This is an optimization exercise on Yosys and OpenROAD, whose aim is small area, a short achievable clock period and few clock cycles per item, not a production implementation. Where RTL was checked, it was by simulation tests only, not by an equivalence proof against the original.

// sm3Compress
module sm3Compress (
	input  logic          clk,
	input  logic          enable,
	input  logic          start,
	input  logic [255:0]  chainIn,
	input  logic [511:0]  block,
	output logic [255:0]  chainOut,
	output logic          busy,
	output logic          done
);
==> module sm3RoundState, before the edit <==
module sm3RoundState (
	input  logic              clk,
	input  logic              enable,
	input  logic              accept,
	input  logic              high,
	input  logic              lastRound,
	input  logic              lowLast,
	input  sm3Pkg::stateT     chainIn,
	input  logic [511:0]      block,
	input  sm3Pkg::wordT      wNext,
	input  sm3Pkg::wordT      wNextPrime,
	output sm3Pkg::stateT     chainOut
);
	sm3Pkg::stateT st;
	sm3Pkg::stateT savedChain;
	sm3Pkg::stateT nextSt;
	sm3Pkg::stateT finalSt;
	sm3Pkg::wordT tj;
	sm3Pkg::wordT a12;
	sm3Pkg::wordT ss1;
	sm3Pkg::wordT ss2;
	sm3Pkg::wordT ffv;
	sm3Pkg::wordT ggv;
	sm3Pkg::wordT x1;
	sm3Pkg::wordT x2;
	sm3Pkg::wordT tt1;
	sm3Pkg::wordT tt2;
	sm3Pkg::wordT dIn;
	sm3Pkg::wordT dW;
	sm3Pkg::wordT hIn;
	sm3Pkg::wordT hW;
	always_comb begin
		a12 = sm3Pkg::rotl(st.a, 12);
		ss1 = sm3Pkg::rotl(a12 + st.e + tj, 7);
		ss2 = ss1 ^ a12;
		if (high) begin
			ffv = (st.a & st.b) | (st.a & st.c) | (st.b & st.c);
			ggv = (st.e & st.f) | (~st.e & st.g);
		end else begin
			ffv = st.a ^ st.b ^ st.c;
			ggv = st.e ^ st.f ^ st.g;
		end
		x1  = ffv + st.d;
		x2  = ggv + st.h;
		tt1 = x1 + ss2;
		tt2 = x2 + ss1;
	end
	always_comb begin
		if (accept) begin
			dIn = chainIn.d;
			dW  = block[511:480] ^ block[383:352];
			hIn = chainIn.h;
			hW  = block[511:480];
		end else begin
			dIn = st.c;
			dW  = wNextPrime;
			hIn = st.g;
			hW  = wNext;
		end
	end
	always_comb begin
		nextSt.a = tt1;
		nextSt.b = st.a;
		nextSt.c = sm3Pkg::rotl(st.b, 9);
		nextSt.d = dIn + dW;
		nextSt.e = sm3Pkg::p0(tt2);
		nextSt.f = st.e;
		nextSt.g = sm3Pkg::rotl(st.f, 19);
		nextSt.h = hIn + hW;
	end
	always_comb begin
		finalSt   = nextSt;
		finalSt.d = st.c;
		finalSt.h = st.g;
	end
	always_ff @(posedge clk) begin
		if (accept) begin
			st.a <= chainIn.a;
			st.b <= chainIn.b;
			st.c <= chainIn.c;
			st.e <= chainIn.e;
			st.f <= chainIn.f;
			st.g <= chainIn.g;
			tj   <= sm3Pkg::tLow;
		end else begin
			st.a <= nextSt.a;
			st.b <= nextSt.b;
			st.c <= nextSt.c;
			st.e <= nextSt.e;
			st.f <= nextSt.f;
			st.g <= nextSt.g;
			if (lowLast) begin
				tj <= sm3Pkg::rotl(sm3Pkg::tHigh, 16);
			end else begin
				tj <= sm3Pkg::rotl(tj, 1);
			end
		end
		st.d <= nextSt.d;
		st.h <= nextSt.h;
	end
	always_ff @(posedge clk) begin
		if (accept) begin
			savedChain <= chainIn;
		end
	end
	always_ff @(posedge clk or posedge enable) begin
		if (enable) begin
			chainOut <= '0;
		end else if (lastRound) begin
			chainOut <= finalSt ^ savedChain;
		end
	end
endmodule
clock: 10.0 ns
lec_check: 0
cap_margin: 20
core_margin: 2
core_utilization: 40
place_density: 0.6
setup_slack_margin: 5
slew_margin: 20
run.sh (not shown) runs the stock make flow with config.mk's settings and CLKGATE_MAP_FILE= SYNTH_SCRIPT=/design/flow/synth_recipe.tcl, a recipe that flattens the netlist after the stock synthesis.
The baseline went through all stages and came out clean.
Testbench counts at the start, summed over its fixed seeds: cycles 12,488, blocks 192.
Change:
--- a/flow/design.v
+++ b/flow/design.v
@@ -22,8 +22,36 @@
 	endfunction
 	function automatic wordT p1(input wordT x);
 		p1 = x ^ rotl(x, 15) ^ rotl(x, 23);
 	endfunction
+	function automatic wordT add2(input wordT x, input wordT y);
+		logic [31:0] p;
+		logic [31:0] g;
+		logic [31:0] gp;
+		logic [31:0] pp;
+		int          k;
+		p  = x ^ y;
+		g  = x & y;
+		gp = g;
+		pp = p;
+		for (int l = 0; l < 5; l++) begin
+			for (int j = 0; j < 32; j++) begin
+				if (((j >> l) & 1) == 1) begin
+					k = ((j >> (l + 1)) << (l + 1)) + (1 << l) - 1;
+					gp[j] = gp[j] | (pp[j] & gp[k]);
+					pp[j] = pp[j] & pp[k];
+				end
+			end
+		end
+		add2 = p ^ {gp[30:0], 1'b0};
+	endfunction
+	function automatic wordT add3(input wordT x, input wordT y, input wordT z);
+		wordT s;
+		wordT c;
+		s = x ^ y ^ z;
+		c = (x & y) | (x & z) | (y & z);
+		add3 = add2(s, {c[30:0], 1'b0});
+	endfunction
 endpackage
 module sm3RoundCtrl (
 	input  logic       clk,
 	input  logic       enable,
@@ -115,21 +143,21 @@
 	sm3Pkg::wordT hIn;
 	sm3Pkg::wordT hW;
 	always_comb begin
 		a12 = sm3Pkg::rotl(st.a, 12);
-		ss1 = sm3Pkg::rotl(a12 + st.e + tj, 7);
+		ss1 = sm3Pkg::rotl(sm3Pkg::add3(a12, st.e, tj), 7);
 		ss2 = ss1 ^ a12;
 		if (high) begin
 			ffv = (st.a & st.b) | (st.a & st.c) | (st.b & st.c);
 			ggv = (st.e & st.f) | (~st.e & st.g);
 		end else begin
 			ffv = st.a ^ st.b ^ st.c;
 			ggv = st.e ^ st.f ^ st.g;
 		end
-		x1  = ffv + st.d;
-		x2  = ggv + st.h;
-		tt1 = x1 + ss2;
-		tt2 = x2 + ss1;
+		x1  = sm3Pkg::add2(ffv, st.d);
+		x2  = sm3Pkg::add2(ggv, st.h);
+		tt1 = sm3Pkg::add2(x1, ss2);
+		tt2 = sm3Pkg::add2(x2, ss1);
 	end
 	always_comb begin
 		if (accept) begin
 			dIn = chainIn.d;
@@ -146,13 +174,13 @@
 	always_comb begin
 		nextSt.a = tt1;
 		nextSt.b = st.a;
 		nextSt.c = sm3Pkg::rotl(st.b, 9);
-		nextSt.d = dIn + dW;
+		nextSt.d = sm3Pkg::add2(dIn, dW);
 		nextSt.e = sm3Pkg::p0(tt2);
 		nextSt.f = st.e;
 		nextSt.g = sm3Pkg::rotl(st.f, 19);
-		nextSt.h = hIn + hW;
+		nextSt.h = sm3Pkg::add2(hIn, hW);
 	end
 	always_comb begin
 		finalSt   = nextSt;
 		finalSt.d = st.c;
What happened:
- non-clock buffer count is higher by 52
- routed wire length went down by 2.4%
- clock skew goes down by 9.1 ps
- sequential cell count is unchanged
- cell count goes down by 0.88%
- first-iteration DRC count went up by 3.5%
- area after synthesis decreases by 1.0%
- global-route usage falls by 0.60 points
- critical path depth came out lower by 2
- register-to-register slack improves by 380 ps
Only the layout flow was run in the second run of this note; the RTL was not checked for function there.

static timing again, ports no longer ideal:
No port has a modelled driver above. Below, the same layouts with a new extraction and two added sets of constraints. Step 1: set_driving_cell puts a clkbuf_16 on clk and a buf_2 on each other input, an assumption about the parent block. Step 2, shift: input delay + t, output delay - t, t = (earliest + latest rising clock arrival at the registers) / 2. This alone moves slack from input paths to output paths. Three values: ideal, step 1, step 2; two values: the first two.
| run | shift t [ns] | slack for setup (ns) | worst setup path at the end |
|---|---|---|---|
| the first run | 0.882 | 3.455 / 3.455 / 3.455 | register to register |
| the second run | 0.855 | 3.830 / 3.830 / 3.830 | register to register |
After both steps every run listed still meets setup and hold.
